This is an optimization exercise on Yosys and OpenROAD, whose aim is small area, a short achievable clock period and few clock cycles per item, not a production implementation.
Function was checked by simulation only, so behaviour that the tests miss may differ from the original.

==> run a <==
==> flow/design.v (excerpt) <==
module real_mul_arbiter #(
  parameter  int N_REQ     = 4,
  parameter  int IS_DOUBLE = 1,
  localparam int ID_W      = $clog2(N_REQ)
) (
  input  logic                  clk,
  input  logic                  rst,
  input  logic [N_REQ-1:0]      req_valid,
  output logic [N_REQ-1:0]      req_ready,
  input  logic [real_mul_arbiter_pkg::OP_W*N_REQ-1:0] req_op1,
  input  logic [real_mul_arbiter_pkg::OP_W*N_REQ-1:0] req_op2,
  output logic                  rsp_valid,
  input  logic                  rsp_ready,
  output logic [ID_W-1:0]       rsp_id,
  output logic [real_mul_arbiter_pkg::OP_W-1:0] rsp_result,
  output logic                  busy,
  output logic [real_mul_arbiter_pkg::CNT_W-1:0] ops_done
);
  localparam int W  = real_mul_arbiter_pkg::OP_W;
  localparam int RW = real_mul_arbiter_pkg::ROW_W;
  logic [N_REQ-1:0][N_REQ-1:0] prec;
  logic [N_REQ-1:0][N_REQ-1:0] prec_nxt;
  logic [N_REQ-1:0] gnt;
  logic [ID_W-1:0]  gnt_idx;
  logic             can, acc, adv_a, adv_b, take;
  logic            a_v;
  logic [ID_W-1:0] a_id;
  logic [W-1:0]    a_op1, a_op2, sel_op1, sel_op2;
  logic            b_v;
  logic [ID_W-1:0] b_id;
  logic [RW-1:0]   b_s, m_s;
  logic            b_zero_lo, m_zero_lo;
  logic [12:0]     b_esum, m_esum;
  logic            b_sgn, b_nan, b_inf, b_zero;
  logic [2:0]      b_ovf, b_unf, m_ovf, m_unf;
  logic            m_sgn, m_nan, m_inf, m_zero;
  always_comb begin
    for (int j = 0; j < N_REQ; j++)
      gnt[j] = req_valid[j] & ~|(req_valid & prec[j]);
  end
  always_comb begin
    for (int j = 0; j < N_REQ; j++)
      for (int k = 0; k < N_REQ; k++) begin
        prec_nxt[j][k] = 1'b0;
        for (int g = 0; g < N_REQ; g++)
          if (gnt[g] && k != j && ((k - g - 1 + 2 * N_REQ) % N_REQ) < ((j - g - 1 + 2 * N_REQ) % N_REQ))
            prec_nxt[j][k] = 1'b1;
      end
  end
  always_comb begin
    gnt_idx = '0;
    sel_op1 = '0;
    sel_op2 = '0;
    for (int j = 0; j < N_REQ; j++) begin
  ...
Settings: LEC_CHECK=0, CAP_MARGIN=20, CORE_MARGIN=2, CORE_UTILIZATION=40, SLEW_MARGIN=20; clock period 18.0 ns.
standard.sh (not shown) runs the stock make flow with config.mk's settings and CLKGATE_MAP_FILE= SYNTH_SCRIPT=/design/flow/synth_recipe.tcl, a recipe that flattens the netlist after the stock synthesis.
==> flow/flow/run.sh <==
#!/bin/bash
# Standard synthesis and layout, with these changes to how the layout is made:
# - repair_timing aims for 10 ns of extra setup slack, so the critical paths are sized and
#   buffered for a period well below the clock period;
# - the buffers that the flow puts on every input and output port are the smallest buffer cell;
# - clkbuf_8 for the clock tree.
set -euo pipefail
bash standard.sh SETUP_SLACK_MARGIN=10 "BUFFER_PORTS_ARGS=-buffer_cell sky130_fd_sc_hd__buf_1" \
  CTS_BUF_LIST=sky130_fd_sc_hd__clkbuf_8 finish > standard.log 2>&1
==> inputs of run b, as changes to run a <==
--- a/flow/flow/run.sh
+++ b/flow/flow/run.sh
@@ -5,5 +5,5 @@
 # - the buffers that the flow puts on every input and output port are the smallest buffer cell;
-# - clkbuf_8 for the clock tree.
+# - a denser core (55% utilisation) for shorter wires, and clkbuf_8 for the clock tree.
 set -euo pipefail
 bash standard.sh SETUP_SLACK_MARGIN=10 "BUFFER_PORTS_ARGS=-buffer_cell sky130_fd_sc_hd__buf_1" \
-  CTS_BUF_LIST=sky130_fd_sc_hd__clkbuf_8 finish > standard.log 2>&1
+  CORE_UTILIZATION=55 CTS_BUF_LIST=sky130_fd_sc_hd__clkbuf_8 finish > standard.log 2>&1
==> inputs of run c, as changes to run a <==
==> flow/flow/run.sh (replaced) <==
#!/bin/bash
# Standard synthesis and layout, with two changes to how the layout is made:
# - repair_timing aims for 10.3 ns of extra setup slack, so the critical paths are sized and
#   buffered for a period well below the clock period;
# - the buffers that the flow puts on every input and output port are the smallest buffer cell.
set -euo pipefail
bash standard.sh SETUP_SLACK_MARGIN=10.3 "BUFFER_PORTS_ARGS=-buffer_cell sky130_fd_sc_hd__buf_1" finish > standard.log 2>&1
==> impl_metrics.env <==
export IMPL_placed_cells=10400
export IMPL_r2r_slack_ns=10.07
export IMPL_wl_met1_um=143000
export IMPL_slew_headroom_pct=13.3
export IMPL_cp_num_buf_inv=2
export IMPL_die_w_um=435
export IMPL_cts_root_buf="clkbuf_16"
export IMPL_status="finished clean"
# the run above: run c

==> impl_metrics.env <==
export IMPL_cp_num_buf_inv=5
export IMPL_status="finished clean"
export IMPL_slew_headroom_pct=9.31
export IMPL_placed_cells=9752
export IMPL_r2r_slack_ns=9.90
# the run above: run b

==> impl_metrics.env <==
export IMPL_status="finished clean"
export IMPL_placed_cells=10400
export IMPL_slew_headroom_pct=10.9
export IMPL_die_w_um=435
export IMPL_cts_root_buf="clkbuf_8"
export IMPL_cp_num_buf_inv=4
# the run above: run a

Testbench counts of run a, summed over its fixed seeds: cycles 3,216, items 3,200.
Testbench counts of run b, summed over its fixed seeds: cycles 3,216, items 3,200.
Testbench counts of run c, summed over its fixed seeds: cycles 3,216, items 3,200.

## port drivers added, routing unchanged
Ports are ideal in the flow. The routed layouts listed here were re-timed in OpenROAD. Step 1 (the two cells are an assumption about what drives the block):
set clk [get_ports {clk}]
set_driving_cell -lib_cell sky130_fd_sc_hd__clkbuf_16 $clk
set_driving_cell -lib_cell sky130_fd_sc_hd__buf_2 [delete_from_list [all_inputs] $clk]
Step 2 moves the port delays by t, midway between the first and last clock arrival at a register: inputs arrive t later, outputs are due t later. That takes back most of the time a late clock gives input paths. Slacks: no drivers / after step 1 / after step 2; pairs: no drivers / after step 1.
run	shift t [ns]	setup WS [ns]	worst setup path after step 2	clock arrival spread, ns	worst register clock-pin slew, ns
run a	0.809	9.889 / 9.860 / 9.889	register to register	0.062 / 0.062	0.08 / 0.08
run b	0.749	9.899 / 9.899 / 9.899	register to register	0.053 / 0.052	0.10 / 0.10
run c	0.716	10.033 / 9.976 / 9.995	input to output	0.047 / 0.047	0.08 / 0.08
After both steps setup and hold are still met in every run listed. The setup slack of run c, which loses most, moves by -0.057 ns with the drivers and by -0.038 ns with both steps.
